This is an optimization exercise on Yosys and OpenROAD, whose aim is small area, a short achievable clock period and few clock cycles per item, not a production implementation. In this exercise RTL edits were held to simulation tests only and were not proved equivalent to the original.

### design/flow/standard.sh
#!/bin/bash
# synth_recipe.tcl (not shown) runs the flow's synth.tcl, then flattens the netlist and writes it again
# the make line also repeats each setting of config.mk as NAME=value (left out here)
make -C /OpenROAD-flow-scripts/flow DESIGN_CONFIG=/design/flow/config.mk WORK_HOME=/design/flow/orfs CLKGATE_MAP_FILE= SYNTH_SCRIPT=/design/flow/synth_recipe.tcl "${@:-finish}"
### design/flow/constraint.sdc
create_clock -name core_clock -period 6.5 [get_ports {i_clk}]
set_input_delay 1.3000 -clock core_clock [delete_from_list [all_inputs] [get_ports {i_clk}]]
set_output_delay 1.3000 -clock core_clock [all_outputs]
set_load 0.01 [all_outputs]
### design/flow/config.mk
export PLATFORM = sky130hd
export DESIGN_NAME = radix_string_to_integer_unit
export DESIGN_NICKNAME = radix_string_to_integer_unit
export VERILOG_FILES = /design/flow/design.v
export SDC_FILE = /design/flow/constraint.sdc
export NUM_CORES = 4
export LEC_CHECK = 0
export ABC_AREA = 1
export CAP_MARGIN = 20
export CORE_MARGIN = 2
export CORE_UTILIZATION = 50
export PLACE_DENSITY = 0.65
export SETUP_SLACK_MARGIN = 2.5
export SLEW_MARGIN = 20
### design/flow/flow/run.sh
#!/bin/bash
# Own flow: the standard layout (standard.sh, unchanged synthesis), with
# two changes: every input and output port still gets its own buffer, but a
# plain sky130_fd_sc_hd__buf_1 rather than the delay cell buffer_ports picks
# by itself; and clock tree synthesis adds no dummy loads. standard.sh's
# output goes to standard.log; each ORFS step keeps its own log under
# orfs/logs/.
set -euo pipefail
bash standard.sh "BUFFER_PORTS_ARGS=-buffer_cell sky130_fd_sc_hd__buf_1" \
  "CTS_ARGS=-sink_clustering_enable -repair_clock_nets -dont_use_dummy_load" \
  finish > standard.log 2>&1
### design/flow/design.v
package rsti_pkg;
    localparam int MAX_DIGITS = 16;
    localparam int IDX_W      = 4;
    localparam int CNT_W      = 5;
    localparam int VAL_W      = 64;
    localparam int LO_W       = 32;
    localparam int Q_DEPTH    = 2;
    localparam int Q_PTR_W    = 1;
    localparam int Q_CNT_W    = 2;
    localparam logic [7:0] CH_MINUS = 8'h2D;
    localparam logic [7:0] CH_PLUS  = 8'h2B;
    localparam logic [7:0] CH_SPACE = 8'h20;
    localparam logic [7:0] CH_LF    = 8'h0A;
    localparam logic [7:0] CH_TAB   = 8'h09;
    localparam logic [7:0] CH_CR    = 8'h0D;
    localparam logic [7:0] CH_VT    = 8'h0B;
    localparam logic [7:0] CH_FF    = 8'h0C;
    localparam logic [7:0] CH_NUL   = 8'h00;
    localparam logic [1:0] REG_RADIX       = 2'd0;
    localparam logic [1:0] REG_DIGIT_COUNT = 2'd1;
    localparam logic [1:0] REG_DIGITS_LOW  = 2'd2;
    localparam logic [1:0] REG_DIGITS_HIGH = 2'd3;
    localparam logic [4:0]  RST_RADIX       = 5'd10;
    localparam logic [4:0]  RST_DIGIT_COUNT = 5'd10;
    localparam logic [63:0] RST_DIGITS_LOW  = 64'h3736_3534_3332_3130;
    localparam logic [63:0] RST_DIGITS_HIGH = 64'h0000_0000_0000_3938;
    typedef enum logic [1:0] {
        PH_WS   = 2'd0,
        PH_SIGN = 2'd1,
        PH_DIG  = 2'd2,
        PH_DONE = 2'd3
    } t_phase;
    typedef struct packed {
        logic             first;
        logic             space;
        logic             minus;
        logic             plus;
        logic             hit;
        logic [3:0]       idx;
    } t_tok;
    function automatic logic [7:0] booth(input logic [4:0] r);
        logic one0, two0, neg0, one1, two1, neg1, one2, two2;
        one0 = r[0];
        two0 = r[1] && !r[0];
        neg0 = r[1];
        one1 = r[1] ^ r[2];
        two1 = (r[3:1] == 3'b011) || (r[3:1] == 3'b100);
        neg1 = r[3] && !(r[2] && r[1]);
        one2 = r[3] ^ r[4];
        two2 = r[3] && r[4];
        booth = {two2, one2, neg1, two1, one1, neg0, two0, one0};
    endfunction
endpackage
module rsti_front (
    input  logic                        i_clk,
    input  logic                        i_rst_n,
    input  logic                        i_valid,
    output logic                        o_ready,
    input  logic [7:0]                  i_ch,
    input  logic                        i_first,
    input  logic [rsti_pkg::CNT_W-1:0]  i_digit_count,
    input  logic [2*rsti_pkg::VAL_W-1:0] i_alphabet,
    output logic                        o_qvalid,
    output rsti_pkg::t_tok              o_qtok,
    input  logic                        i_qpop
);
    rsti_pkg::t_tok                     w_tok;
    rsti_pkg::t_tok                     r_tok;
    logic                               r_tvalid;
    logic [7:0]                         w_entry;
    logic                               w_big;
    logic                               w_nul;
    always_comb begin
        w_big       = i_digit_count[4];
        w_nul       = (i_ch == rsti_pkg::CH_NUL);
        w_tok.first = i_first;
        w_tok.space = (i_ch == rsti_pkg::CH_SPACE) || (i_ch == rsti_pkg::CH_LF) ||
                      (i_ch == rsti_pkg::CH_TAB) || (i_ch == rsti_pkg::CH_CR) ||
                      (i_ch == rsti_pkg::CH_VT) || (i_ch == rsti_pkg::CH_FF);
        w_tok.minus = (i_ch == rsti_pkg::CH_MINUS);
        w_tok.plus  = (i_ch == rsti_pkg::CH_PLUS);
        w_tok.hit   = 1'b0;
        w_tok.idx   = '0;
        w_entry     = '0;
        for (int k = rsti_pkg::MAX_DIGITS - 1; k >= 0; k--) begin
            w_entry = i_alphabet[8*k +: 8];
            if ((w_big || (4'(k) < i_digit_count[3:0])) && !w_nul && (w_entry == i_ch)) begin
                w_tok.hit = 1'b1;
                w_tok.idx = rsti_pkg::IDX_W'(k);
            end
        end
    end
    assign o_ready  = i_qpop;
    assign o_qvalid = r_tvalid;
    assign o_qtok   = r_tok;
    always_ff @(posedge i_clk) begin
        if (i_qpop) begin
            r_tok <= w_tok;
        end
    end
    always_ff @(posedge i_clk) begin
        if (!i_rst_n) begin
            r_tvalid <= 1'b0;
        end else if (i_qpop) begin
            r_tvalid <= i_valid;
        end
    end
endmodule
module rsti_back (
    input  logic                          i_clk,
    input  logic                          i_rst_n,
    input  logic                          i_qvalid,
    input  rsti_pkg::t_tok                i_qtok,
    output logic                          o_qpop,
    input  logic [7:0]                    i_booth,
    input  logic [4:0]                    i_rm1,
    output logic                          o_valid,
    input  logic                          i_ready,
    output logic signed [rsti_pkg::VAL_W-1:0] o_value
);
    localparam int LO_W = rsti_pkg::LO_W;
    localparam int HI_W = rsti_pkg::VAL_W - LO_W;
    rsti_pkg::t_phase               r_phase;
    rsti_pkg::t_phase               n_phase;
    rsti_pkg::t_phase               w_ph;
    logic                           r_par;
    logic                           n_par;
    logic                           w_par;
    logic [LO_W-1:0]                r_lo;
    logic [HI_W-1:0]                r_hi;
    logic [LO_W-1:0]                w_lo_mac;
    logic                           w_lo_c;
    logic [4:0]                     w_lo_ca;
    logic [4:0]                     w_lo_cb;
    logic [4:0]                     w_carry;
    logic [HI_W-1:0]                w_hi_mac;
    logic [5:0]                     w_f;
    logic [LO_W-1:0]                w_lo_ld;
    logic [HI_W-1:0]                w_hi_ld;
    logic [4:0]                     r_ca;
    logic [4:0]                     r_cb;
    logic                           r_c;
    logic                           r_hmac;
    logic                           r_oval;
    logic                           w_run;
    logic                           w_pop;
    logic                           w_pre;
    logic                           w_emit;
    logic                           w_dig;
    logic                           w_rz;
    logic                           w_mac;
    logic                           w_load;
    logic                           w_lo_load;
    logic                           w_lo_step;
    logic                           w_lo_keep;
    logic                           w_hi_step;
    logic                           w_hi_keep;
    logic [LO_W-1:0]                w_lo_next;
    logic [HI_W-1:0]                w_hi_next;
    assign w_run   = !r_oval || i_ready;
    assign w_pop   = i_qvalid && w_run;
    assign o_qpop  = w_run;
    assign o_valid = r_oval;
    assign o_value = {r_hi, r_lo} ^ {rsti_pkg::VAL_W{r_par}};
    always_comb begin
        w_ph   = i_qtok.first ? rsti_pkg::PH_WS : r_phase;
        w_par  = i_qtok.first ? 1'b0 : r_par;
        w_pre  = (w_ph == rsti_pkg::PH_WS) || (w_ph == rsti_pkg::PH_SIGN);
        w_emit = 1'b0;
        w_dig  = 1'b0;
        n_phase = w_ph;
        n_par   = w_par;
        if (w_ph == rsti_pkg::PH_DONE) begin
            n_phase = rsti_pkg::PH_DONE;
        end else if ((w_ph == rsti_pkg::PH_WS) && i_qtok.space) begin
            n_phase = rsti_pkg::PH_WS;
        end else if (w_pre && i_qtok.minus) begin
            n_phase = rsti_pkg::PH_SIGN;
            n_par   = ~w_par;
        end else if (w_pre && i_qtok.plus) begin
            n_phase = rsti_pkg::PH_SIGN;
        end else if (i_qtok.hit) begin
            w_dig   = 1'b1;
            n_phase = rsti_pkg::PH_DIG;
        end else begin
            w_emit  = 1'b1;
            n_phase = rsti_pkg::PH_DONE;
        end
    end
    always_comb begin
        w_rz    = !(i_booth[0] || i_booth[1] || i_booth[3] || i_booth[4] ||
                    i_booth[6] || i_booth[7]);
        w_mac   = w_dig && !i_qtok.first && !w_rz;
        w_load  = i_qtok.first || (w_pre && i_qtok.minus) || (w_dig && w_rz);
        w_f     = 6'(i_qtok.idx) + (r_par ? 6'(i_rm1) : 6'd0);
        if (w_dig) begin
            w_lo_ld = w_par ? {{(LO_W-4){i_qtok.idx == '0}}, i_qtok.idx - 4'd1}
                            : LO_W'(i_qtok.idx);
            w_hi_ld = {HI_W{w_par && (i_qtok.idx == '0)}};
        end else begin
            w_lo_ld = {LO_W{n_par}};
            w_hi_ld = {HI_W{n_par}};
        end
    end
    rsti_mac_lo u_mac_lo (
        .i_v (r_lo),
        .i_b (i_booth),
        .i_f (w_f),
        .o_y (w_lo_mac),
        .o_c (w_lo_c),
        .o_ca (w_lo_ca),
        .o_cb (w_lo_cb)
    );
    assign w_carry = r_ca + r_cb + 5'(r_c);
    rsti_mac_hi u_mac_hi (
        .i_v (r_hi),
        .i_b (i_booth),
        .i_c (w_carry),
        .o_y (w_hi_mac)
    );
    always_comb begin
        w_lo_load = w_pop && w_load;
        w_lo_step = w_pop && w_mac;
        w_lo_keep = !(w_lo_load || w_lo_step);
        w_hi_step = r_hmac && !w_lo_load;
        w_hi_keep = !(w_lo_load || w_hi_step);
        w_lo_next = ({LO_W{w_lo_load}} & w_lo_ld) | ({LO_W{w_lo_step}} & w_lo_mac) |
                    ({LO_W{w_lo_keep}} & r_lo);
        w_hi_next = ({HI_W{w_lo_load}} & w_hi_ld) | ({HI_W{w_hi_step}} & w_hi_mac) |
                    ({HI_W{w_hi_keep}} & r_hi);
    end
    always_ff @(posedge i_clk) begin
        r_lo <= w_lo_next;
        r_hi <= w_hi_next;
        r_ca <= w_lo_ca;
        r_cb <= w_lo_cb;
        r_c  <= w_lo_c;
    end
    always_ff @(posedge i_clk) begin
        if (!i_rst_n) begin
            r_phase <= rsti_pkg::PH_DONE;
            r_par   <= 1'b0;
            r_oval  <= 1'b0;
            r_hmac  <= 1'b0;
        end else begin
            if (w_pop && w_emit) begin
                r_oval <= 1'b1;
            end else if (i_ready) begin
                r_oval <= 1'b0;
            end
            if (w_pop) begin
                r_phase <= n_phase;
                r_par   <= n_par;
            end
            r_hmac <= w_pop && w_mac;
        end
    end
endmodule
module rsti_mac_lo (
    input  logic [31:0] i_v,
    input  logic [7:0] i_b,
    input  logic [5:0] i_f,
    output logic [31:0] o_y,
    output logic o_c,
    output logic [4:0] o_ca,
    output logic [4:0] o_cb
);
    logic t0;
    logic t1;
    logic t2;
    logic t3;
    logic t4;
    logic t5;
    logic t6;
    logic t7;
    logic t8;
    logic t9;
    logic t10;
    logic t11;
    logic t12;
    logic t13;
    logic t14;
    logic t15;
    logic t16;
    logic t17;
    logic t18;
    logic t19;
    logic t20;
    logic t21;
    logic t22;
    logic t23;
    logic t24;
    logic t25;
    logic t26;
    logic t27;
    logic t28;
    logic t29;
    logic t30;
    logic t31;
    logic t32;
    logic t33;
    logic t34;
    logic t35;
    logic t36;
    logic t37;
    logic t38;
    logic t39;
    logic t40;
    logic t41;
    logic t42;
    logic t43;
    logic t44;
    logic t45;
    logic t46;
    logic t47;
    logic t48;
    logic t49;
    logic t50;
    logic t51;
    logic t52;
    logic t53;
    logic t54;
    logic t55;
    logic t56;
    logic t57;
    logic t58;
    logic t59;
    logic t60;
    logic t61;
    logic t62;
    logic t63;
    logic t64;
    logic t65;
    logic t66;
    logic t67;
    logic t68;
    logic t69;
    logic t70;
    logic t71;
    logic t72;
    logic t73;
    logic t74;
    logic t75;
    logic t76;
    logic t77;
    logic t78;
    logic t79;
    logic t80;
    logic t81;
    logic t82;
    logic t83;
    logic t84;
    logic t85;
    logic t86;
    logic t87;
    logic t88;
    logic t89;
    logic t90;
    logic t91;
    logic t92;
    logic t93;
    logic t94;
    logic t95;
    logic t96;
    logic t97;
    logic t98;
    logic t99;
    logic t100;
    logic t101;
    logic t102;
    logic t103;
    logic t104;
    logic t105;
    logic t106;
    logic t107;
    logic t108;
    logic t109;
    logic t110;
    logic t111;
    logic t112;
    logic t113;
    logic t114;
    logic t115;
    logic t116;
    logic t117;
    logic t118;
    logic t119;
    logic t120;
    logic t121;
    logic t122;
    logic t123;
    logic t124;
    logic t125;
    logic t126;
    logic t127;
    logic t128;
    logic t129;
    logic t130;
    logic t131;
    logic t132;
    logic t133;
    logic t134;
    logic t135;
    logic t136;
    logic t137;
    logic t138;
    logic t139;
    logic t140;
    logic t141;
    logic t142;
    logic t143;
    logic t144;
    logic t145;
    logic t146;
    logic t147;
    logic t148;
    logic t149;
    logic t150;
    logic t151;
    logic t152;
    logic t153;
    logic t154;
    logic t155;
    logic t156;
    logic t157;
    logic t158;
    logic t159;
    logic t160;
    logic t161;
    logic t162;
    logic t163;
    logic t164;
    logic t165;
    logic t166;
    logic t167;
    logic t168;
    logic t169;
    logic t170;
    logic t171;
    logic t172;
    logic t173;
    logic t174;
    logic t175;
    logic t176;
    logic t177;
    logic t178;
    logic t179;
    logic t180;
    logic t181;
    logic t182;
    logic t183;
    logic t184;
    logic t185;
    logic t186;
    logic t187;
    logic t188;
    logic t189;
    logic t190;
    logic t191;
    logic t192;
    logic t193;
    logic t194;
    logic t195;
    logic t196;
    logic t197;
    logic t198;
    logic t199;
    logic t200;
    logic t201;
    logic t202;
    logic t203;
    logic t204;
    logic t205;
    logic t206;
    logic t207;
    logic t208;
    logic t209;
    logic t210;
    logic t211;
    logic t212;
    logic t213;
    logic t214;
    logic t215;
    logic t216;
    logic t217;
    logic t218;
    logic t219;
    logic t220;
    logic t221;
    logic t222;
    logic t223;
    logic t224;
    logic t225;
    logic t226;
    logic t227;
    logic t228;
    logic t229;
    logic t230;
    logic t231;
    logic t232;
    logic t233;
    logic t234;
    logic t235;
    logic t236;
    logic t237;
    logic t238;
    logic t239;
    logic t240;
    logic t241;
    logic t242;
    assign t0 = ((i_b[0] & i_v[0])) ^ i_b[2];
    assign t1 = ((i_b[0] & i_v[1]) | (i_b[1] & i_v[0])) ^ i_b[2];
    assign t2 = ((i_b[0] & i_v[2]) | (i_b[1] & i_v[1])) ^ i_b[2];
    assign t3 = ((i_b[0] & i_v[3]) | (i_b[1] & i_v[2])) ^ i_b[2];
    assign t4 = ((i_b[0] & i_v[4]) | (i_b[1] & i_v[3])) ^ i_b[2];
    assign t5 = ((i_b[0] & i_v[5]) | (i_b[1] & i_v[4])) ^ i_b[2];
    assign t6 = ((i_b[0] & i_v[6]) | (i_b[1] & i_v[5])) ^ i_b[2];
    assign t7 = ((i_b[0] & i_v[7]) | (i_b[1] & i_v[6])) ^ i_b[2];
    assign t8 = ((i_b[0] & i_v[8]) | (i_b[1] & i_v[7])) ^ i_b[2];
    assign t9 = ((i_b[0] & i_v[9]) | (i_b[1] & i_v[8])) ^ i_b[2];
    assign t10 = ((i_b[0] & i_v[10]) | (i_b[1] & i_v[9])) ^ i_b[2];
    assign t11 = ((i_b[0] & i_v[11]) | (i_b[1] & i_v[10])) ^ i_b[2];
    assign t12 = ((i_b[0] & i_v[12]) | (i_b[1] & i_v[11])) ^ i_b[2];
    assign t13 = ((i_b[0] & i_v[13]) | (i_b[1] & i_v[12])) ^ i_b[2];
    assign t14 = ((i_b[0] & i_v[14]) | (i_b[1] & i_v[13])) ^ i_b[2];
    assign t15 = ((i_b[0] & i_v[15]) | (i_b[1] & i_v[14])) ^ i_b[2];
    assign t16 = ((i_b[0] & i_v[16]) | (i_b[1] & i_v[15])) ^ i_b[2];
    assign t17 = ((i_b[0] & i_v[17]) | (i_b[1] & i_v[16])) ^ i_b[2];
    assign t18 = ((i_b[0] & i_v[18]) | (i_b[1] & i_v[17])) ^ i_b[2];
    assign t19 = ((i_b[0] & i_v[19]) | (i_b[1] & i_v[18])) ^ i_b[2];
    assign t20 = ((i_b[0] & i_v[20]) | (i_b[1] & i_v[19])) ^ i_b[2];
    assign t21 = ((i_b[0] & i_v[21]) | (i_b[1] & i_v[20])) ^ i_b[2];
    assign t22 = ((i_b[0] & i_v[22]) | (i_b[1] & i_v[21])) ^ i_b[2];
    assign t23 = ((i_b[0] & i_v[23]) | (i_b[1] & i_v[22])) ^ i_b[2];
    assign t24 = ((i_b[0] & i_v[24]) | (i_b[1] & i_v[23])) ^ i_b[2];
    assign t25 = ((i_b[0] & i_v[25]) | (i_b[1] & i_v[24])) ^ i_b[2];
    assign t26 = ((i_b[0] & i_v[26]) | (i_b[1] & i_v[25])) ^ i_b[2];
    assign t27 = ((i_b[0] & i_v[27]) | (i_b[1] & i_v[26])) ^ i_b[2];
    assign t28 = ((i_b[0] & i_v[28]) | (i_b[1] & i_v[27])) ^ i_b[2];
    assign t29 = ((i_b[0] & i_v[29]) | (i_b[1] & i_v[28])) ^ i_b[2];
    assign t30 = ((i_b[0] & i_v[30]) | (i_b[1] & i_v[29])) ^ i_b[2];
    assign t31 = ((i_b[0] & i_v[31]) | (i_b[1] & i_v[30])) ^ i_b[2];
    assign t32 = ((i_b[1] & i_v[31])) ^ i_b[2];
    assign t33 = ((i_b[3] & i_v[0])) ^ i_b[5];
    assign t34 = ((i_b[3] & i_v[1]) | (i_b[4] & i_v[0])) ^ i_b[5];
    assign t35 = ((i_b[3] & i_v[2]) | (i_b[4] & i_v[1])) ^ i_b[5];
    assign t36 = ((i_b[3] & i_v[3]) | (i_b[4] & i_v[2])) ^ i_b[5];
    assign t37 = ((i_b[3] & i_v[4]) | (i_b[4] & i_v[3])) ^ i_b[5];
    assign t38 = ((i_b[3] & i_v[5]) | (i_b[4] & i_v[4])) ^ i_b[5];
    assign t39 = ((i_b[3] & i_v[6]) | (i_b[4] & i_v[5])) ^ i_b[5];
    assign t40 = ((i_b[3] & i_v[7]) | (i_b[4] & i_v[6])) ^ i_b[5];
    assign t41 = ((i_b[3] & i_v[8]) | (i_b[4] & i_v[7])) ^ i_b[5];
    assign t42 = ((i_b[3] & i_v[9]) | (i_b[4] & i_v[8])) ^ i_b[5];
    assign t43 = ((i_b[3] & i_v[10]) | (i_b[4] & i_v[9])) ^ i_b[5];
    assign t44 = ((i_b[3] & i_v[11]) | (i_b[4] & i_v[10])) ^ i_b[5];
    assign t45 = ((i_b[3] & i_v[12]) | (i_b[4] & i_v[11])) ^ i_b[5];
    assign t46 = ((i_b[3] & i_v[13]) | (i_b[4] & i_v[12])) ^ i_b[5];
    assign t47 = ((i_b[3] & i_v[14]) | (i_b[4] & i_v[13])) ^ i_b[5];
    assign t48 = ((i_b[3] & i_v[15]) | (i_b[4] & i_v[14])) ^ i_b[5];
    assign t49 = ((i_b[3] & i_v[16]) | (i_b[4] & i_v[15])) ^ i_b[5];
    assign t50 = ((i_b[3] & i_v[17]) | (i_b[4] & i_v[16])) ^ i_b[5];
    assign t51 = ((i_b[3] & i_v[18]) | (i_b[4] & i_v[17])) ^ i_b[5];
    assign t52 = ((i_b[3] & i_v[19]) | (i_b[4] & i_v[18])) ^ i_b[5];
    assign t53 = ((i_b[3] & i_v[20]) | (i_b[4] & i_v[19])) ^ i_b[5];
    assign t54 = ((i_b[3] & i_v[21]) | (i_b[4] & i_v[20])) ^ i_b[5];
    assign t55 = ((i_b[3] & i_v[22]) | (i_b[4] & i_v[21])) ^ i_b[5];
    assign t56 = ((i_b[3] & i_v[23]) | (i_b[4] & i_v[22])) ^ i_b[5];
    assign t57 = ((i_b[3] & i_v[24]) | (i_b[4] & i_v[23])) ^ i_b[5];
    assign t58 = ((i_b[3] & i_v[25]) | (i_b[4] & i_v[24])) ^ i_b[5];
    assign t59 = ((i_b[3] & i_v[26]) | (i_b[4] & i_v[25])) ^ i_b[5];
    assign t60 = ((i_b[3] & i_v[27]) | (i_b[4] & i_v[26])) ^ i_b[5];
    assign t61 = ((i_b[3] & i_v[28]) | (i_b[4] & i_v[27])) ^ i_b[5];
    assign t62 = ((i_b[3] & i_v[29]) | (i_b[4] & i_v[28])) ^ i_b[5];
    assign t63 = ((i_b[3] & i_v[30]) | (i_b[4] & i_v[29])) ^ i_b[5];
    assign t64 = ((i_b[3] & i_v[31]) | (i_b[4] & i_v[30])) ^ i_b[5];
    assign t65 = ((i_b[4] & i_v[31])) ^ i_b[5];
    assign t66 = (i_b[6] & i_v[0]);
    assign t67 = (i_b[6] & i_v[1]) | (i_b[7] & i_v[0]);
    assign t68 = (i_b[6] & i_v[2]) | (i_b[7] & i_v[1]);
    assign t69 = (i_b[6] & i_v[3]) | (i_b[7] & i_v[2]);
    assign t70 = (i_b[6] & i_v[4]) | (i_b[7] & i_v[3]);
    assign t71 = (i_b[6] & i_v[5]) | (i_b[7] & i_v[4]);
    assign t72 = (i_b[6] & i_v[6]) | (i_b[7] & i_v[5]);
    assign t73 = (i_b[6] & i_v[7]) | (i_b[7] & i_v[6]);
    assign t74 = (i_b[6] & i_v[8]) | (i_b[7] & i_v[7]);
    assign t75 = (i_b[6] & i_v[9]) | (i_b[7] & i_v[8]);
    assign t76 = (i_b[6] & i_v[10]) | (i_b[7] & i_v[9]);
    assign t77 = (i_b[6] & i_v[11]) | (i_b[7] & i_v[10]);
    assign t78 = (i_b[6] & i_v[12]) | (i_b[7] & i_v[11]);
    assign t79 = (i_b[6] & i_v[13]) | (i_b[7] & i_v[12]);
    assign t80 = (i_b[6] & i_v[14]) | (i_b[7] & i_v[13]);
    assign t81 = (i_b[6] & i_v[15]) | (i_b[7] & i_v[14]);
    assign t82 = (i_b[6] & i_v[16]) | (i_b[7] & i_v[15]);
    assign t83 = (i_b[6] & i_v[17]) | (i_b[7] & i_v[16]);
    assign t84 = (i_b[6] & i_v[18]) | (i_b[7] & i_v[17]);
    assign t85 = (i_b[6] & i_v[19]) | (i_b[7] & i_v[18]);
    assign t86 = (i_b[6] & i_v[20]) | (i_b[7] & i_v[19]);
    assign t87 = (i_b[6] & i_v[21]) | (i_b[7] & i_v[20]);
    assign t88 = (i_b[6] & i_v[22]) | (i_b[7] & i_v[21]);
    assign t89 = (i_b[6] & i_v[23]) | (i_b[7] & i_v[22]);
    assign t90 = (i_b[6] & i_v[24]) | (i_b[7] & i_v[23]);
    assign t91 = (i_b[6] & i_v[25]) | (i_b[7] & i_v[24]);
    assign t92 = (i_b[6] & i_v[26]) | (i_b[7] & i_v[25]);
    assign t93 = (i_b[6] & i_v[27]) | (i_b[7] & i_v[26]);
    assign t94 = (i_b[6] & i_v[28]) | (i_b[7] & i_v[27]);
    assign t95 = (i_b[6] & i_v[29]) | (i_b[7] & i_v[28]);
    assign t96 = (i_b[6] & i_v[30]) | (i_b[7] & i_v[29]);
    assign t97 = (i_b[6] & i_v[31]) | (i_b[7] & i_v[30]);
    assign t98 = (i_b[7] & i_v[31]);
    assign t99 = t2 ^ t33;
    assign t100 = t2 & t33;
    assign t101 = t3 ^ t34;
    assign t102 = t3 & t34;
    assign t103 = t4 ^ t35 ^ t66;
    assign t104 = (t4 & t35) | (t4 & t66) | (t35 & t66);
    assign t105 = t5 ^ t36 ^ t67;
    assign t106 = (t5 & t36) | (t5 & t67) | (t36 & t67);
    assign t107 = t6 ^ t37;
    assign t108 = t6 & t37;
    assign t109 = t7 ^ t38;
    assign t110 = t7 & t38;
    assign t111 = t8 ^ t39;
    assign t112 = t8 & t39;
    assign t113 = t9 ^ t40;
    assign t114 = t9 & t40;
    assign t115 = t10 ^ t41;
    assign t116 = t10 & t41;
    assign t117 = t11 ^ t42;
    assign t118 = t11 & t42;
    assign t119 = t12 ^ t43;
    assign t120 = t12 & t43;
    assign t121 = t13 ^ t44;
    assign t122 = t13 & t44;
    assign t123 = t14 ^ t45;
    assign t124 = t14 & t45;
    assign t125 = t15 ^ t46;
    assign t126 = t15 & t46;
    assign t127 = t16 ^ t47;
    assign t128 = t16 & t47;
    assign t129 = t17 ^ t48;
    assign t130 = t17 & t48;
    assign t131 = t18 ^ t49;
    assign t132 = t18 & t49;
    assign t133 = t19 ^ t50;
    assign t134 = t19 & t50;
    assign t135 = t20 ^ t51;
    assign t136 = t20 & t51;
    assign t137 = t21 ^ t52;
    assign t138 = t21 & t52;
    assign t139 = t22 ^ t53;
    assign t140 = t22 & t53;
    assign t141 = t23 ^ t54;
    assign t142 = t23 & t54;
    assign t143 = t24 ^ t55;
    assign t144 = t24 & t55;
    assign t145 = t25 ^ t56;
    assign t146 = t25 & t56;
    assign t147 = t26 ^ t57;
    assign t148 = t26 & t57;
    assign t149 = t27 ^ t58;
    assign t150 = t27 & t58;
    assign t151 = t28 ^ t59;
    assign t152 = t28 & t59;
    assign t153 = t29 ^ t60;
    assign t154 = t29 & t60;
    assign t155 = t30 ^ t61;
    assign t156 = t30 & t61;
    assign t157 = t31 ^ t62;
    assign t158 = t31 & t62;
    assign t159 = t32 ^ t63;
    assign t160 = t32 & t63;
    assign t161 = i_b[2] ^ t64;
    assign t162 = i_b[2] & t64;
    assign t163 = i_b[2] ^ t65;
    assign t164 = i_b[2] & t65;
    assign t165 = i_b[2] ^ i_b[5];
    assign t166 = i_b[2] & i_b[5];
    assign t167 = i_b[2] ^ i_b[5];
    assign t168 = i_b[2] & i_b[5];
    assign t169 = t0 ^ i_b[2];
    assign t170 = t0 & i_b[2];
    assign t171 = t1 ^ i_f[1];
    assign t172 = t1 & i_f[1];
    assign t173 = t99 ^ i_b[5] ^ i_f[2];
    assign t174 = (t99 & i_b[5]) | (t99 & i_f[2]) | (i_b[5] & i_f[2]);
    assign t175 = t100 ^ t101 ^ i_f[3];
    assign t176 = (t100 & t101) | (t100 & i_f[3]) | (t101 & i_f[3]);
    assign t177 = t102 ^ t103 ^ i_f[4];
    assign t178 = (t102 & t103) | (t102 & i_f[4]) | (t103 & i_f[4]);
    assign t179 = t104 ^ t105 ^ i_f[5];
    assign t180 = (t104 & t105) | (t104 & i_f[5]) | (t105 & i_f[5]);
    assign t181 = t106 ^ t107 ^ t68;
    assign t182 = (t106 & t107) | (t106 & t68) | (t107 & t68);
    assign t183 = t108 ^ t109 ^ t69;
    assign t184 = (t108 & t109) | (t108 & t69) | (t109 & t69);
    assign t185 = t110 ^ t111 ^ t70;
    assign t186 = (t110 & t111) | (t110 & t70) | (t111 & t70);
    assign t187 = t112 ^ t113 ^ t71;
    assign t188 = (t112 & t113) | (t112 & t71) | (t113 & t71);
    assign t189 = t114 ^ t115 ^ t72;
    assign t190 = (t114 & t115) | (t114 & t72) | (t115 & t72);
    assign t191 = t116 ^ t117 ^ t73;
    assign t192 = (t116 & t117) | (t116 & t73) | (t117 & t73);
    assign t193 = t118 ^ t119 ^ t74;
    assign t194 = (t118 & t119) | (t118 & t74) | (t119 & t74);
    assign t195 = t120 ^ t121 ^ t75;
    assign t196 = (t120 & t121) | (t120 & t75) | (t121 & t75);
    assign t197 = t122 ^ t123 ^ t76;
    assign t198 = (t122 & t123) | (t122 & t76) | (t123 & t76);
    assign t199 = t124 ^ t125 ^ t77;
    assign t200 = (t124 & t125) | (t124 & t77) | (t125 & t77);
    assign t201 = t126 ^ t127 ^ t78;
    assign t202 = (t126 & t127) | (t126 & t78) | (t127 & t78);
    assign t203 = t128 ^ t129 ^ t79;
    assign t204 = (t128 & t129) | (t128 & t79) | (t129 & t79);
    assign t205 = t130 ^ t131 ^ t80;
    assign t206 = (t130 & t131) | (t130 & t80) | (t131 & t80);
    assign t207 = t132 ^ t133 ^ t81;
    assign t208 = (t132 & t133) | (t132 & t81) | (t133 & t81);
    assign t209 = t134 ^ t135 ^ t82;
    assign t210 = (t134 & t135) | (t134 & t82) | (t135 & t82);
    assign t211 = t136 ^ t137 ^ t83;
    assign t212 = (t136 & t137) | (t136 & t83) | (t137 & t83);
    assign t213 = t138 ^ t139 ^ t84;
    assign t214 = (t138 & t139) | (t138 & t84) | (t139 & t84);
    assign t215 = t140 ^ t141 ^ t85;
    assign t216 = (t140 & t141) | (t140 & t85) | (t141 & t85);
    assign t217 = t142 ^ t143 ^ t86;
    assign t218 = (t142 & t143) | (t142 & t86) | (t143 & t86);
    assign t219 = t144 ^ t145 ^ t87;
    assign t220 = (t144 & t145) | (t144 & t87) | (t145 & t87);
    assign t221 = t146 ^ t147 ^ t88;
    assign t222 = (t146 & t147) | (t146 & t88) | (t147 & t88);
    assign t223 = t148 ^ t149 ^ t89;
    assign t224 = (t148 & t149) | (t148 & t89) | (t149 & t89);
    assign t225 = t150 ^ t151 ^ t90;
    assign t226 = (t150 & t151) | (t150 & t90) | (t151 & t90);
    assign t227 = t152 ^ t153 ^ t91;
    assign t228 = (t152 & t153) | (t152 & t91) | (t153 & t91);
    assign t229 = t154 ^ t155 ^ t92;
    assign t230 = (t154 & t155) | (t154 & t92) | (t155 & t92);
    assign t231 = t156 ^ t157 ^ t93;
    assign t232 = (t156 & t157) | (t156 & t93) | (t157 & t93);
    assign t233 = t158 ^ t159 ^ t94;
    assign t234 = (t158 & t159) | (t158 & t94) | (t159 & t94);
    assign t235 = t160 ^ t161 ^ t95;
    assign t236 = (t160 & t161) | (t160 & t95) | (t161 & t95);
    assign t237 = t162 ^ t163 ^ t96;
    assign t238 = (t162 & t163) | (t162 & t96) | (t163 & t96);
    assign t239 = t164 ^ t165 ^ t97;
    assign t240 = (t164 & t165) | (t164 & t97) | (t165 & t97);
    assign t241 = t166 ^ t167 ^ t98;
    assign t242 = (t166 & t167) | (t166 & t98) | (t167 & t98);
    assign {o_c, o_y} = {1'b0, t230, t228, t226, t224, t222, t220, t218, t216, t214, t212, t210, t208, t206, t204, t202, t200, t198, t196, t194, t192, t190, t188, t186, t184, t182, t180, t178, t176, t174, t172, t170, t169} + {1'b0, t231, t229, t227, t225, t223, t221, t219, t217, t215, t213, t211, t209, t207, t205, t203, t201, t199, t197, t195, t193, t191, t189, t187, t185, t183, t181, t179, t177, t175, t173, t171, i_f[0]};
    assign o_ca = {t240, t238, t236, t234, t232};
    assign o_cb = {t241, t239, t237, t235, t233};
endmodule
module rsti_mac_hi (
    input  logic [31:0] i_v,
    input  logic [7:0] i_b,
    input  logic [4:0] i_c,
    output logic [31:0] o_y
);
    logic t0;
    logic t1;
    logic t2;
    logic t3;
    logic t4;
    logic t5;
    logic t6;
    logic t7;
    logic t8;
    logic t9;
    logic t10;
    logic t11;
    logic t12;
    logic t13;
    logic t14;
    logic t15;
    logic t16;
    logic t17;
    logic t18;
    logic t19;
    logic t20;
    logic t21;
    logic t22;
    logic t23;
    logic t24;
    logic t25;
    logic t26;
    logic t27;
    logic t28;
    logic t29;
    logic t30;
    logic t31;
    logic t32;
    logic t33;
    logic t34;
    logic t35;
    logic t36;
    logic t37;
    logic t38;
    logic t39;
    logic t40;
    logic t41;
    logic t42;
    logic t43;
    logic t44;
    logic t45;
    logic t46;
    logic t47;
    logic t48;
    logic t49;
    logic t50;
    logic t51;
    logic t52;
    logic t53;
    logic t54;
    logic t55;
    logic t56;
    logic t57;
    logic t58;
    logic t59;
    logic t60;
    logic t61;
    logic t62;
    logic t63;
    logic t64;
    logic t65;
    logic t66;
    logic t67;
    logic t68;
    logic t69;
    logic t70;
    logic t71;
    logic t72;
    logic t73;
    logic t74;
    logic t75;
    logic t76;
    logic t77;
    logic t78;
    logic t79;
    logic t80;
    logic t81;
    logic t82;
    logic t83;
    logic t84;
    logic t85;
    logic t86;
    logic t87;
    logic t88;
    logic t89;
    logic t90;
    logic t91;
    logic t92;
    logic t93;
    logic t94;
    logic t95;
    logic t96;
    logic t97;
    logic t98;
    logic t99;
    logic t100;
    logic t101;
    logic t102;
    logic t103;
    logic t104;
    logic t105;
    logic t106;
    logic t107;
    logic t108;
    logic t109;
    logic t110;
    logic t111;
    logic t112;
    logic t113;
    logic t114;
    logic t115;
    logic t116;
    logic t117;
    logic t118;
    logic t119;
    logic t120;
    logic t121;
    logic t122;
    logic t123;
    logic t124;
    logic t125;
    logic t126;
    logic t127;
    logic t128;
    logic t129;
    logic t130;
    logic t131;
    logic t132;
    logic t133;
    logic t134;
    logic t135;
    logic t136;
    logic t137;
    logic t138;
    logic t139;
    logic t140;
    logic t141;
    logic t142;
    logic t143;
    logic t144;
    logic t145;
    logic t146;
    logic t147;
    logic t148;
    logic t149;
    logic t150;
    logic t151;
    logic t152;
    logic t153;
    logic t154;
    logic t155;
    logic t156;
    logic t157;
    logic t158;
    logic t159;
    logic t160;
    logic t161;
    logic t162;
    logic t163;
    logic t164;
    logic t165;
    logic t166;
    logic t167;
    logic t168;
    logic t169;
    logic t170;
    logic t171;
    logic t172;
    logic t173;
    logic t174;
    logic t175;
    logic t176;
    logic t177;
    logic t178;
    logic t179;
    logic t180;
    logic t181;
    logic t182;
    logic t183;
    logic t184;
    logic t185;
    logic t186;
    logic t187;
    logic t188;
    logic t189;
    logic t190;
    logic t191;
    logic t192;
    logic t193;
    logic t194;
    logic t195;
    logic t196;
    logic t197;
    logic t198;
    logic t199;
    logic t200;
    logic t201;
    logic t202;
    logic t203;
    logic t204;
    logic t205;
    logic t206;
    logic t207;
    logic t208;
    logic t209;
    logic t210;
    logic t211;
    logic t212;
    logic t213;
    assign t0 = ((i_b[0] & i_v[0])) ^ i_b[2];
    assign t1 = ((i_b[0] & i_v[1]) | (i_b[1] & i_v[0])) ^ i_b[2];
    assign t2 = ((i_b[0] & i_v[2]) | (i_b[1] & i_v[1])) ^ i_b[2];
    assign t3 = ((i_b[0] & i_v[3]) | (i_b[1] & i_v[2])) ^ i_b[2];
    assign t4 = ((i_b[0] & i_v[4]) | (i_b[1] & i_v[3])) ^ i_b[2];
    assign t5 = ((i_b[0] & i_v[5]) | (i_b[1] & i_v[4])) ^ i_b[2];
    assign t6 = ((i_b[0] & i_v[6]) | (i_b[1] & i_v[5])) ^ i_b[2];
    assign t7 = ((i_b[0] & i_v[7]) | (i_b[1] & i_v[6])) ^ i_b[2];
    assign t8 = ((i_b[0] & i_v[8]) | (i_b[1] & i_v[7])) ^ i_b[2];
    assign t9 = ((i_b[0] & i_v[9]) | (i_b[1] & i_v[8])) ^ i_b[2];
    assign t10 = ((i_b[0] & i_v[10]) | (i_b[1] & i_v[9])) ^ i_b[2];
    assign t11 = ((i_b[0] & i_v[11]) | (i_b[1] & i_v[10])) ^ i_b[2];
    assign t12 = ((i_b[0] & i_v[12]) | (i_b[1] & i_v[11])) ^ i_b[2];
    assign t13 = ((i_b[0] & i_v[13]) | (i_b[1] & i_v[12])) ^ i_b[2];
    assign t14 = ((i_b[0] & i_v[14]) | (i_b[1] & i_v[13])) ^ i_b[2];
    assign t15 = ((i_b[0] & i_v[15]) | (i_b[1] & i_v[14])) ^ i_b[2];
    assign t16 = ((i_b[0] & i_v[16]) | (i_b[1] & i_v[15])) ^ i_b[2];
    assign t17 = ((i_b[0] & i_v[17]) | (i_b[1] & i_v[16])) ^ i_b[2];
    assign t18 = ((i_b[0] & i_v[18]) | (i_b[1] & i_v[17])) ^ i_b[2];
    assign t19 = ((i_b[0] & i_v[19]) | (i_b[1] & i_v[18])) ^ i_b[2];
    assign t20 = ((i_b[0] & i_v[20]) | (i_b[1] & i_v[19])) ^ i_b[2];
    assign t21 = ((i_b[0] & i_v[21]) | (i_b[1] & i_v[20])) ^ i_b[2];
    assign t22 = ((i_b[0] & i_v[22]) | (i_b[1] & i_v[21])) ^ i_b[2];
    assign t23 = ((i_b[0] & i_v[23]) | (i_b[1] & i_v[22])) ^ i_b[2];
    assign t24 = ((i_b[0] & i_v[24]) | (i_b[1] & i_v[23])) ^ i_b[2];
    assign t25 = ((i_b[0] & i_v[25]) | (i_b[1] & i_v[24])) ^ i_b[2];
    assign t26 = ((i_b[0] & i_v[26]) | (i_b[1] & i_v[25])) ^ i_b[2];
    assign t27 = ((i_b[0] & i_v[27]) | (i_b[1] & i_v[26])) ^ i_b[2];
    assign t28 = ((i_b[0] & i_v[28]) | (i_b[1] & i_v[27])) ^ i_b[2];
    assign t29 = ((i_b[0] & i_v[29]) | (i_b[1] & i_v[28])) ^ i_b[2];
    assign t30 = ((i_b[0] & i_v[30]) | (i_b[1] & i_v[29])) ^ i_b[2];
    assign t31 = ((i_b[0] & i_v[31]) | (i_b[1] & i_v[30])) ^ i_b[2];
    assign t32 = ((i_b[3] & i_v[0])) ^ i_b[5];
    assign t33 = ((i_b[3] & i_v[1]) | (i_b[4] & i_v[0])) ^ i_b[5];
    assign t34 = ((i_b[3] & i_v[2]) | (i_b[4] & i_v[1])) ^ i_b[5];
    assign t35 = ((i_b[3] & i_v[3]) | (i_b[4] & i_v[2])) ^ i_b[5];
    assign t36 = ((i_b[3] & i_v[4]) | (i_b[4] & i_v[3])) ^ i_b[5];
    assign t37 = ((i_b[3] & i_v[5]) | (i_b[4] & i_v[4])) ^ i_b[5];
    assign t38 = ((i_b[3] & i_v[6]) | (i_b[4] & i_v[5])) ^ i_b[5];
    assign t39 = ((i_b[3] & i_v[7]) | (i_b[4] & i_v[6])) ^ i_b[5];
    assign t40 = ((i_b[3] & i_v[8]) | (i_b[4] & i_v[7])) ^ i_b[5];
    assign t41 = ((i_b[3] & i_v[9]) | (i_b[4] & i_v[8])) ^ i_b[5];
    assign t42 = ((i_b[3] & i_v[10]) | (i_b[4] & i_v[9])) ^ i_b[5];
    assign t43 = ((i_b[3] & i_v[11]) | (i_b[4] & i_v[10])) ^ i_b[5];
    assign t44 = ((i_b[3] & i_v[12]) | (i_b[4] & i_v[11])) ^ i_b[5];
    assign t45 = ((i_b[3] & i_v[13]) | (i_b[4] & i_v[12])) ^ i_b[5];
    assign t46 = ((i_b[3] & i_v[14]) | (i_b[4] & i_v[13])) ^ i_b[5];
    assign t47 = ((i_b[3] & i_v[15]) | (i_b[4] & i_v[14])) ^ i_b[5];
    assign t48 = ((i_b[3] & i_v[16]) | (i_b[4] & i_v[15])) ^ i_b[5];
    assign t49 = ((i_b[3] & i_v[17]) | (i_b[4] & i_v[16])) ^ i_b[5];
    assign t50 = ((i_b[3] & i_v[18]) | (i_b[4] & i_v[17])) ^ i_b[5];
    assign t51 = ((i_b[3] & i_v[19]) | (i_b[4] & i_v[18])) ^ i_b[5];
    assign t52 = ((i_b[3] & i_v[20]) | (i_b[4] & i_v[19])) ^ i_b[5];
    assign t53 = ((i_b[3] & i_v[21]) | (i_b[4] & i_v[20])) ^ i_b[5];
    assign t54 = ((i_b[3] & i_v[22]) | (i_b[4] & i_v[21])) ^ i_b[5];
    assign t55 = ((i_b[3] & i_v[23]) | (i_b[4] & i_v[22])) ^ i_b[5];
    assign t56 = ((i_b[3] & i_v[24]) | (i_b[4] & i_v[23])) ^ i_b[5];
    assign t57 = ((i_b[3] & i_v[25]) | (i_b[4] & i_v[24])) ^ i_b[5];
    assign t58 = ((i_b[3] & i_v[26]) | (i_b[4] & i_v[25])) ^ i_b[5];
    assign t59 = ((i_b[3] & i_v[27]) | (i_b[4] & i_v[26])) ^ i_b[5];
    assign t60 = ((i_b[3] & i_v[28]) | (i_b[4] & i_v[27])) ^ i_b[5];
    assign t61 = ((i_b[3] & i_v[29]) | (i_b[4] & i_v[28])) ^ i_b[5];
    assign t62 = (i_b[6] & i_v[0]);
    assign t63 = (i_b[6] & i_v[1]) | (i_b[7] & i_v[0]);
    assign t64 = (i_b[6] & i_v[2]) | (i_b[7] & i_v[1]);
    assign t65 = (i_b[6] & i_v[3]) | (i_b[7] & i_v[2]);
    assign t66 = (i_b[6] & i_v[4]) | (i_b[7] & i_v[3]);
    assign t67 = (i_b[6] & i_v[5]) | (i_b[7] & i_v[4]);
    assign t68 = (i_b[6] & i_v[6]) | (i_b[7] & i_v[5]);
    assign t69 = (i_b[6] & i_v[7]) | (i_b[7] & i_v[6]);
    assign t70 = (i_b[6] & i_v[8]) | (i_b[7] & i_v[7]);
    assign t71 = (i_b[6] & i_v[9]) | (i_b[7] & i_v[8]);
    assign t72 = (i_b[6] & i_v[10]) | (i_b[7] & i_v[9]);
    assign t73 = (i_b[6] & i_v[11]) | (i_b[7] & i_v[10]);
    assign t74 = (i_b[6] & i_v[12]) | (i_b[7] & i_v[11]);
    assign t75 = (i_b[6] & i_v[13]) | (i_b[7] & i_v[12]);
    assign t76 = (i_b[6] & i_v[14]) | (i_b[7] & i_v[13]);
    assign t77 = (i_b[6] & i_v[15]) | (i_b[7] & i_v[14]);
    assign t78 = (i_b[6] & i_v[16]) | (i_b[7] & i_v[15]);
    assign t79 = (i_b[6] & i_v[17]) | (i_b[7] & i_v[16]);
    assign t80 = (i_b[6] & i_v[18]) | (i_b[7] & i_v[17]);
    assign t81 = (i_b[6] & i_v[19]) | (i_b[7] & i_v[18]);
    assign t82 = (i_b[6] & i_v[20]) | (i_b[7] & i_v[19]);
    assign t83 = (i_b[6] & i_v[21]) | (i_b[7] & i_v[20]);
    assign t84 = (i_b[6] & i_v[22]) | (i_b[7] & i_v[21]);
    assign t85 = (i_b[6] & i_v[23]) | (i_b[7] & i_v[22]);
    assign t86 = (i_b[6] & i_v[24]) | (i_b[7] & i_v[23]);
    assign t87 = (i_b[6] & i_v[25]) | (i_b[7] & i_v[24]);
    assign t88 = (i_b[6] & i_v[26]) | (i_b[7] & i_v[25]);
    assign t89 = (i_b[6] & i_v[27]) | (i_b[7] & i_v[26]);
    assign t90 = t2 ^ t32;
    assign t91 = t2 & t32;
    assign t92 = t3 ^ t33;
    assign t93 = t3 & t33;
    assign t94 = t4 ^ t34 ^ t62;
    assign t95 = (t4 & t34) | (t4 & t62) | (t34 & t62);
    assign t96 = t5 ^ t35;
    assign t97 = t5 & t35;
    assign t98 = t6 ^ t36;
    assign t99 = t6 & t36;
    assign t100 = t7 ^ t37;
    assign t101 = t7 & t37;
    assign t102 = t8 ^ t38;
    assign t103 = t8 & t38;
    assign t104 = t9 ^ t39;
    assign t105 = t9 & t39;
    assign t106 = t10 ^ t40;
    assign t107 = t10 & t40;
    assign t108 = t11 ^ t41;
    assign t109 = t11 & t41;
    assign t110 = t12 ^ t42;
    assign t111 = t12 & t42;
    assign t112 = t13 ^ t43;
    assign t113 = t13 & t43;
    assign t114 = t14 ^ t44;
    assign t115 = t14 & t44;
    assign t116 = t15 ^ t45;
    assign t117 = t15 & t45;
    assign t118 = t16 ^ t46;
    assign t119 = t16 & t46;
    assign t120 = t17 ^ t47;
    assign t121 = t17 & t47;
    assign t122 = t18 ^ t48;
    assign t123 = t18 & t48;
    assign t124 = t19 ^ t49;
    assign t125 = t19 & t49;
    assign t126 = t20 ^ t50;
    assign t127 = t20 & t50;
    assign t128 = t21 ^ t51;
    assign t129 = t21 & t51;
    assign t130 = t22 ^ t52;
    assign t131 = t22 & t52;
    assign t132 = t23 ^ t53;
    assign t133 = t23 & t53;
    assign t134 = t24 ^ t54;
    assign t135 = t24 & t54;
    assign t136 = t25 ^ t55;
    assign t137 = t25 & t55;
    assign t138 = t26 ^ t56;
    assign t139 = t26 & t56;
    assign t140 = t27 ^ t57;
    assign t141 = t27 & t57;
    assign t142 = t28 ^ t58;
    assign t143 = t28 & t58;
    assign t144 = t29 ^ t59;
    assign t145 = t29 & t59;
    assign t146 = t30 ^ t60;
    assign t147 = t30 & t60;
    assign t148 = t31 ^ t61;
    assign t149 = t31 & t61;
    assign t150 = t0 ^ i_b[2];
    assign t151 = t0 & i_b[2];
    assign t152 = t1 ^ i_c[1];
    assign t153 = t1 & i_c[1];
    assign t154 = t90 ^ i_b[5] ^ i_c[2];
    assign t155 = (t90 & i_b[5]) | (t90 & i_c[2]) | (i_b[5] & i_c[2]);
    assign t156 = t91 ^ t92 ^ i_c[3];
    assign t157 = (t91 & t92) | (t91 & i_c[3]) | (t92 & i_c[3]);
    assign t158 = t93 ^ t94 ^ i_c[4];
    assign t159 = (t93 & t94) | (t93 & i_c[4]) | (t94 & i_c[4]);
    assign t160 = t95 ^ t96 ^ t63;
    assign t161 = (t95 & t96) | (t95 & t63) | (t96 & t63);
    assign t162 = t97 ^ t98 ^ t64;
    assign t163 = (t97 & t98) | (t97 & t64) | (t98 & t64);
    assign t164 = t99 ^ t100 ^ t65;
    assign t165 = (t99 & t100) | (t99 & t65) | (t100 & t65);
    assign t166 = t101 ^ t102 ^ t66;
    assign t167 = (t101 & t102) | (t101 & t66) | (t102 & t66);
    assign t168 = t103 ^ t104 ^ t67;
    assign t169 = (t103 & t104) | (t103 & t67) | (t104 & t67);
    assign t170 = t105 ^ t106 ^ t68;
    assign t171 = (t105 & t106) | (t105 & t68) | (t106 & t68);
    assign t172 = t107 ^ t108 ^ t69;
    assign t173 = (t107 & t108) | (t107 & t69) | (t108 & t69);
    assign t174 = t109 ^ t110 ^ t70;
    assign t175 = (t109 & t110) | (t109 & t70) | (t110 & t70);
    assign t176 = t111 ^ t112 ^ t71;
    assign t177 = (t111 & t112) | (t111 & t71) | (t112 & t71);
    assign t178 = t113 ^ t114 ^ t72;
    assign t179 = (t113 & t114) | (t113 & t72) | (t114 & t72);
    assign t180 = t115 ^ t116 ^ t73;
    assign t181 = (t115 & t116) | (t115 & t73) | (t116 & t73);
    assign t182 = t117 ^ t118 ^ t74;
    assign t183 = (t117 & t118) | (t117 & t74) | (t118 & t74);
    assign t184 = t119 ^ t120 ^ t75;
    assign t185 = (t119 & t120) | (t119 & t75) | (t120 & t75);
    assign t186 = t121 ^ t122 ^ t76;
    assign t187 = (t121 & t122) | (t121 & t76) | (t122 & t76);
    assign t188 = t123 ^ t124 ^ t77;
    assign t189 = (t123 & t124) | (t123 & t77) | (t124 & t77);
    assign t190 = t125 ^ t126 ^ t78;
    assign t191 = (t125 & t126) | (t125 & t78) | (t126 & t78);
    assign t192 = t127 ^ t128 ^ t79;
    assign t193 = (t127 & t128) | (t127 & t79) | (t128 & t79);
    assign t194 = t129 ^ t130 ^ t80;
    assign t195 = (t129 & t130) | (t129 & t80) | (t130 & t80);
    assign t196 = t131 ^ t132 ^ t81;
    assign t197 = (t131 & t132) | (t131 & t81) | (t132 & t81);
    assign t198 = t133 ^ t134 ^ t82;
    assign t199 = (t133 & t134) | (t133 & t82) | (t134 & t82);
    assign t200 = t135 ^ t136 ^ t83;
    assign t201 = (t135 & t136) | (t135 & t83) | (t136 & t83);
    assign t202 = t137 ^ t138 ^ t84;
    assign t203 = (t137 & t138) | (t137 & t84) | (t138 & t84);
    assign t204 = t139 ^ t140 ^ t85;
    assign t205 = (t139 & t140) | (t139 & t85) | (t140 & t85);
    assign t206 = t141 ^ t142 ^ t86;
    assign t207 = (t141 & t142) | (t141 & t86) | (t142 & t86);
    assign t208 = t143 ^ t144 ^ t87;
    assign t209 = (t143 & t144) | (t143 & t87) | (t144 & t87);
    assign t210 = t145 ^ t146 ^ t88;
    assign t211 = (t145 & t146) | (t145 & t88) | (t146 & t88);
    assign t212 = t147 ^ t148 ^ t89;
    assign t213 = (t147 & t148) | (t147 & t89) | (t148 & t89);
    assign o_y = {t211, t209, t207, t205, t203, t201, t199, t197, t195, t193, t191, t189, t187, t185, t183, t181, t179, t177, t175, t173, t171, t169, t167, t165, t163, t161, t159, t157, t155, t153, t151, t150} + {t212, t210, t208, t206, t204, t202, t200, t198, t196, t194, t192, t190, t188, t186, t184, t182, t180, t178, t176, t174, t172, t170, t168, t166, t164, t162, t160, t158, t156, t154, t152, i_c[0]};
endmodule
module radix_string_to_integer_unit (
    input  logic                              i_clk,
    input  logic                              i_rst_n,
    input  logic                              i_valid,
    output logic                              o_ready,
    input  logic [7:0]                        i_ch,
    input  logic                              i_first,
    output logic                              o_valid,
    input  logic                              i_ready,
    output logic signed [rsti_pkg::VAL_W-1:0] o_value,
    input  logic                              i_cfg_we,
    input  logic [1:0]                        i_cfg_idx,
    input  logic [rsti_pkg::VAL_W-1:0]        i_cfg_data
);
    logic [7:0]                  r_booth;
    logic [4:0]                  r_rm1;
    logic [rsti_pkg::CNT_W-1:0]  r_digit_count;
    logic [rsti_pkg::VAL_W-1:0]  r_digits_low;
    logic [rsti_pkg::VAL_W-1:0]  r_digits_high;
    logic                        w_qvalid;
    rsti_pkg::t_tok              w_qtok;
    logic                        w_qpop;
    always_ff @(posedge i_clk) begin
        if (!i_rst_n) begin
            r_booth       <= rsti_pkg::booth(rsti_pkg::RST_RADIX);
            r_rm1         <= rsti_pkg::RST_RADIX - 5'd1;
            r_digit_count <= rsti_pkg::RST_DIGIT_COUNT;
            r_digits_low  <= rsti_pkg::RST_DIGITS_LOW;
            r_digits_high <= rsti_pkg::RST_DIGITS_HIGH;
        end else if (i_cfg_we) begin
            case (i_cfg_idx)
                rsti_pkg::REG_RADIX: begin
                    r_booth <= rsti_pkg::booth(i_cfg_data[4:0]);
                    r_rm1   <= i_cfg_data[4:0] - 5'd1;
                end
                rsti_pkg::REG_DIGIT_COUNT: r_digit_count <= i_cfg_data[4:0];
                rsti_pkg::REG_DIGITS_LOW:  r_digits_low  <= i_cfg_data;
                rsti_pkg::REG_DIGITS_HIGH: r_digits_high <= i_cfg_data;
                default: begin
                end
            endcase
        end
    end
    rsti_front u_front (
        .i_clk         (i_clk),
        .i_rst_n       (i_rst_n),
        .i_valid       (i_valid),
        .o_ready       (o_ready),
        .i_ch          (i_ch),
        .i_first       (i_first),
        .i_digit_count (r_digit_count),
        .i_alphabet    ({r_digits_high, r_digits_low}),
        .o_qvalid      (w_qvalid),
        .o_qtok        (w_qtok),
        .i_qpop        (w_qpop)
    );
    rsti_back u_back (
        .i_clk    (i_clk),
        .i_rst_n  (i_rst_n),
        .i_qvalid (w_qvalid),
        .i_qtok   (w_qtok),
        .o_qpop   (w_qpop),
        .i_booth  (r_booth),
        .i_rm1    (r_rm1),
        .o_valid  (o_valid),
        .i_ready  (i_ready),
        .o_value  (o_value)
    );
endmodule
==> out/qor.csv, run 1 <==
metric,value,unit
port_buffers,145,
setup_viol_count_final,0,
register_area,4840,sq um
grt_pass1_wl,98100,um
grt_use_total,29.9,%
synth_fp_nets,2889,
antenna_found_initial,2,
worst_slack,2.57,ns
postRouteAntennaNets,0,
multi_input_area,13300,sq um
crit_top_cell,fa_1,
finalHoldViolCount,0,
min_from,r_rm1[0],
crit_arrival,4.38,ns
area_growth,14.3,%
clock_path_buffers,3,
fp-row-count,72,
syn_area,19300,sq um
slowest_stage,fa_1,
critPathMaxFanout,6,
clock-sinks,236,
nFillCells,3704,
cts.clk_slew.worst_paths,0.06,ns
r2r_cells,19,
diodes,0,
wl_per_cell,19.4,um
hold_depth,1,
cts_root_buf,clkbuf_16,
synth_cell_type_count,58,
initial_utilization,50.3,%
ys_warn_count,3,
clk_latency,0.60,ns
die_area,40300,sq um
cts-buffers-inserted,30,
max_slew.worst_pin.slew,1.10,ns
synth-async-reset-ratio,0,%
rsz0062_at_grt,yes,
ff2ff_setup_slack,2.57,ns
slew_headroom,26.4,%
hpwlAfterDp,43500,um
fin_crit,3.93,ns
worst_r2r_startpoint,r_booth[0],
worstReg2RegEnd,u_back.r_lo[19],
critical_path_buf_inv_count,3,
max_stage_delay,0.57,ns
seq_area_frac_synth,24.9,%
min_to,r_rm1[0],
cts_hold_buf,0,
drc_errors,0,
hold-worst-slack,0.458,ns
grt_start_max_net_pins,63,
fin_setup_tns,0,ns
ioPinCount,146,
post-place-ws,1.84,ns
finClkSkew,0.0558,ns
drv_cap,0,
grt_pass1_vias,18300,
start_kind,flip-flop,
routed_wl,62800,um
hp-class,flip-flop to flip-flop,
cp_top_family,adder cells,
cp_cell_sequence,"inv_12, buf_12, o22ai_4, xor2_1, fa_1, fa_1, inv_2, ha_4, nand2_1, nor2_2, a21oi_2, or2_4, a31oi_4, nand2_2, nand3_2, o21ai_2, or2_1, nand3_1, o211ai_1",
cp_data_required_time,6.95,ns
first_pass_iters,6,
dieWidth,201,um
ys.flop_type,dfxtp_1,
ys_ff_latch,236,
synth.avg_cell_area,7.44,sq um
max_freq,0.254,GHz
num-nets-final,3010,
gp_congestion,0.945,
cts_tree,yes,
layout-drive-gt1-share,9.42,%
via_per_inst,5.84,
grt.overflow.total,0,
place_area,20200,sq um
drtIter0Drc,1390,
design_area,22100,sq um
period_share,60.5,%
endpoint_kind,flip-flop,
worstSetupPathType,flip-flop to flip-flop,
core_area,38500,sq um
status,no timing/DRC/antenna violations,
maxSlewViolCount,0,
vias,18900,
die_h,201,um
synth_edf_count,9,
synthCells,2600,
ctsHtreeMaxLevel,1,
-- cells in the final DEF (no fill, tap or decap), types with 24 or more instances in the layout --
master     count
xor2_1       250
xnor2_1       26
buf_1        144
nor2_1       179
fa_1          69
nand4_1       37
nand3_1       76
o21ai_0      164
clkbuf_16     35
dfxtp_1      220
nand2_2       24
nand2_1      368
o22ai_1      173
a21oi_1      178
o211ai_1      46
inv_1        265
buf_4         54
ha_1         122
-- flip-flops by register name, indices dropped and copies added (netlist names), 5 cells and up --
register / count
u_back.r_lo: 32
u_back.r_ca: 5
r_digit_count: 5
r_digits_low: 64
u_back.r_hi: 32
r_rm1: 5
r_booth: 8
u_front.r_tok: 9
u_back.r_cb: 5
r_digits_high: 64
-- cell usage after synthesis (70+ instances only) --
cell type  count  area, sq um
nand2_1      391         1470
inv_1        270         1010
xor2_1       254         2220
dfxtp_1      227         4540
a21oi_1      195          976
nor2_1       182          683
o22ai_1      180         1130
o21ai_0      176          881
ha_1         139         1740
clkbuf_1      89          334
nand3_1       78          390
fa_1          70         1400
-- layout make-up --
| cell class | instances | share of cell area (%) |
|---|---|---|
| Clock buffer | 30 | 3.39 |
| Inverter | 292 | 5.24 |
| Multi-Input combinational cell | 1939 | 60.4 |
| Sequential cell | 236 | 21.9 |
| Tap cell | 518 | 2.93 |
| Timing Repair Buffer | 219 | 6.09 |
| Timing Repair inverter | 3 | 0.0962 |
-- how the worst max path moves through the flow --
stage / from / endpoint / slack, ns / cells past startpoint
2_1_floorplan: r_booth[4] / u_back.r_lo[29] / 2.51 / 25
3_3_place_gp: r_booth[2] / u_back.r_hi[31] / 1.87 / 19
3_5_place_dp: r_booth[2] / u_back.r_hi[31] / 1.84 / 19
4_1_cts: r_booth[0] / u_back.r_hi[26] / 2.50 / 21
5_1_grt: r_booth[3] / u_back.r_lo[25] / 2.39 / 26
6_report: r_booth[0] / u_back.r_lo[19] / 2.57 / 19
-- layer usage --
layer	vias up	track usage (%)	routed length, um
met5	-	0	28
met4	4	11.6	2550
met1	9004	38.2	26400
met2	667	51.3	29800
met3	152	4.16	4140
li1	9083	-	-
-- metrics by stage --
| stage | std cells | util, % |
|---|---|---|
| 2_1_floorplan | 2600 | - |
| 6_report | 3237 | 57.5 |
| 3_5_place_dp | 3160 | 52.6 |
| 5_1_grt | 3237 | 57.5 |
| 4_1_cts | 3200 | 55.5 |
| 3_3_place_gp | 3160 | 52.6 |
-- repair_timing --
| action | CTS | global route |
|---|---|---|
| pin swaps | 9 | 40 |
| gates resized for setup | 68 | 106 |
| buffers inserted | 8 | 31 |
| endpoints found under the setup margin | 49 | 36 |
| cloned | 2 | 6 |
-- cell families (layout without fill, tap and decap cells) --
| kind of cell | after synthesis | count (layout) | share of synthesized area, % |
|---|---|---|---|
| compound gates | 687 | 687 | 20.7 |
| xor+xnor | 281 | 281 | 12.7 |
| fa+ha+maj | 210 | 210 | 16.3 |
| buf+inv | 425 | 544 | 8.65 |
| flops | 236 | 236 | 24.9 |
| simple gates | 761 | 761 | 16.7 |
Testbench counts, summed over its fixed seeds: cycles 18,815, items 18,783.
==> run 2, diff against run 1 <==
--- a/design/flow/flow/run.sh
+++ b/design/flow/flow/run.sh
@@ -7,5 +7,5 @@
 # orfs/logs/.
 set -euo pipefail
 bash standard.sh "BUFFER_PORTS_ARGS=-buffer_cell sky130_fd_sc_hd__buf_1" \
-  "CTS_ARGS=-sink_clustering_enable -repair_clock_nets -dont_use_dummy_load" \
+  "CTS_ARGS=-sink_clustering_enable -repair_clock_nets -dont_use_dummy_load -sink_clustering_buffer sky130_fd_sc_hd__clkbuf_8" \
   finish > standard.log 2>&1
--- a/design/flow/config.mk
+++ b/design/flow/config.mk
@@ -8,7 +8,7 @@
 export ABC_AREA = 1
 export CAP_MARGIN = 20
 export CORE_MARGIN = 2
-export CORE_UTILIZATION = 50
-export PLACE_DENSITY = 0.65
+export CORE_UTILIZATION = 55
+export PLACE_DENSITY = 0.7
 export SETUP_SLACK_MARGIN = 2.5
 export SLEW_MARGIN = 20
==> run 2 against run 1 <==
Still clean on timing, DRC and antenna. Core utilization grew 4.6 points. Critical path depth rose by 2. Critical endpoint unchanged. Synthesized cell count is the same. Die area is 8.9% lower. Sequential share of layout area up 0.62 points. Global-route usage grew 2.0 points. Design area decreased by 2.7%. Setup slack improved by 0.047 ns. Fmax grew 1.2%.
==> out/qor.csv, run 2 <==
metric,value,unit,change
status,no timing/DRC/antenna violations,,
fin_crit,3.88,ns,-0.0473 ns
drv_cap,0,,unchanged
clock-sinks,236,,unchanged
wl_per_cell,18.7,um,-3.6%
finalHoldViolCount,0,,unchanged
ys.flop_type,dfxtp_1,,
start_kind,flip-flop,,
initial_utilization,55.9,%,+5.6 points
slew_headroom,27.9,%,+1.5 points
gp_congestion,0.976,,+3.3%
finClkSkew,0.0438,ns,-0.0120 ns
first_pass_iters,6,,unchanged
ys_warn_count,3,,unchanged
synth_top_area_cell,dfxtp_1,,
synthTopCellsByCount,"nand2_1, inv_1, xor2_1, dfxtp_1, a21oi_1",,
dieWidth,192,um,-4.6%
max_slew.worst_pin.slew,1.07,ns,-0.0267 ns
synth-async-reset-ratio,0,%,unchanged
ioPinCount,146,,unchanged
core_area,34600,sq um,-10%
grt_use_total,32.0,%,+2.0 points
final_util,62.1,%,+4.6 points
area_growth,11.2,%,
ys_ff_latch,236,,unchanged
max_freq,0.258,GHz,+1.2%
num-nets-final,3003,,-0.23%
hp-class,flip-flop to flip-flop,,
synth.most_common_cell,nand2_1,,
worstSetupPathType,flip-flop to flip-flop,,
hold-worst-slack,0.452,ns,-0.00582 ns
top_regs,"r_digits_high x64, r_digits_low x64",,
synth_cell_type_count,58,,unchanged
cts-buffers-inserted,46,,+53%
clock_path_buffers,3,,unchanged
fp-row-count,68,,-5.6%
antenna_found_initial,2,,unchanged
setup_viol_count_final,0,,unchanged
synth_fp_nets,2889,,unchanged
cts_root_buf,clkbuf_16,,
synth.avg_cell_area,7.44,sq um,unchanged
ff2ff_setup_slack,2.62,ns,+0.05 ns
grt_pass1_vias,17800,,-2.3%
vias,18600,,-1.5%
mostFrequentLayoutCells,"nand2_1, inv_1, xor2_1",,
r2r_cells,21,,+2
fin_setup_tns,0,ns,unchanged
critPathMaxFanout,6,,unchanged
die_h,192,um,-4.6%
worstReg2RegEnd,u_back.r_lo[19],,
synth_edf_count,9,,unchanged
rsz0062_at_grt,yes,,
nFillCells,3230,,-13%
worst_r2r_startpoint,u_back.r_par,,
cts_tree,yes,,
synth_area_leaders,"dfxtp_1, xor2_1, ha_1",,
clk_latency,0.54,ns,-0.06 ns
endpoint_kind,flip-flop,,
drtIter0Drc,1349,,-2.9%
routed_wl,59300,um,-5.7%
port_buffers,145,,unchanged
crit_start,u_back.r_par,,
grt_start_max_net_pins,95,,+51%
grt.overflow.total,0,,unchanged
mostFrequentLayoutCell,nand2_1,,
cp_data_required_time,6.85,ns,-0.10 ns
drc_errors,0,,unchanged
hpwlAfterDp,40400,um,-7.1%
postRouteAntennaNets,0,,unchanged
## run 2: routing by layer
| layer | share of wire [%] | track usage [%] | vias to the layer above |
|---|---|---|---|
| met5 | 0.047 | 0 | - |
| met2 | 47 | 54.5 | 690 |
| met4 | 3.5 | 13.8 | 4 |
| met1 | 42 | 39.1 | 8748 |
| li1 | - | - | 9052 |
| met3 | 7.2 | 6.39 | 138 |
## run 2: cells by family after synthesis
| logic type | synth area share (%) |
|---|---|
| xor gates and xnor gates | 12.7 |
| buffers and inverters | 8.65 |
| DFF | 24.9 |
| and+or+nand+nor | 16.7 |
| AOI/OAI and AO/OA | 20.7 |
| adders and majority gates | 16.3 |
## run 2: worst min path at each step
| stage | from | endpoint | slack [ns] | depth (start not counted) |
|---|---|---|---|---|
| 3_3_place_gp | r_rm1[0] | r_rm1[0] | 0.44 | 1 |
| 6_report | r_rm1[0] | r_rm1[0] | 0.45 | 1 |
| 3_5_place_dp | r_rm1[0] | r_rm1[0] | 0.44 | 1 |
| 2_1_floorplan | r_rm1[0] | r_rm1[0] | 0.43 | 1 |
| 4_1_cts | r_rm1[0] | r_rm1[0] | 0.45 | 1 |
| 5_1_grt | r_rm1[0] | r_rm1[0] | 0.47 | 1 |
## run 2: stage by stage
step           cell area [sq um]  worst slack, ns  std cells
2_1_floorplan              19400             2.51       2600
3_3_place_gp               20100             1.71       3093
3_5_place_dp               20100             1.63       3093
4_1_cts                    21100             2.50       3155
5_1_grt                    21500             2.42       3167
6_report                   21500             2.62       3167
## run 2: cell type report
class                      count  area [sq um]  share of cell area [%]
timing repair inverter         3          23.8                   0.111
clock buffer                  46           689                    3.20
multi-input combinational   1939         13200                    61.3
inverter                     292          1150                    5.37
timing repair buffer         196          1040                    4.83
tap                          455           569                    2.65
sequential                   236          4840                    22.5
## run 2: what timing repair did
action	CTS	global route
pin swaps	8	22
hold buffers	0	0
endpoints found under the setup margin	55	33
setup buffers	14	11
gates resized for setup	42	69
cloned	2	1
## run 2: worst max-delay path, stage by stage, from the launching register on
cell and delay, ns:
dfxtp_4 0.34, buf_4 0.17, nand2_1 0.06, inv_1 0.04
ha_1 0.35, a21oi_1 0.21, o21ai_2 0.10, xor2_2 0.17
fa_1 0.52, inv_1 0.07, ha_4 0.28, nand2_1 0.07
nor2_1 0.13, a21oi_2 0.09, or2_4 0.26, a31oi_4 0.19
nand2_1 0.12, nand3_1 0.08, o21ai_0 0.10, or2_1 0.22
nand3_1 0.07, o211ai_1 0.09

==> separate check: timing with driven ports <==
Ports are ideal in the flow. The routed layouts listed here were re-timed in OpenROAD.
Step 1: set_driving_cell puts a clkbuf_16 on i_clk and a buf_2 on each other input, an assumption about the parent block.
Step 2, shift: input delay + t, output delay - t, t = (earliest + latest rising clock arrival at the registers) / 2. This alone moves slack from input paths to output paths.
Three values: ideal, step 1, step 2; two values: the first two.
run	t (ns)	slack for setup (ns)	latest minus earliest clock arrival (ns)	worst data-port slew with drivers (ns)	cell pins on the clock port's net
run 1	0.623	2.569 / 2.569 / 2.342	0.060 / 0.060	0.08	1
run 2	0.570	2.617 / 2.617 / 2.264	0.044 / 0.043	0.07	1
After both steps every run listed still meets setup and hold. For run 2, which loses most, drivers alone change the setup slack by 0.000 ns; drivers and shift together by -0.353 ns.
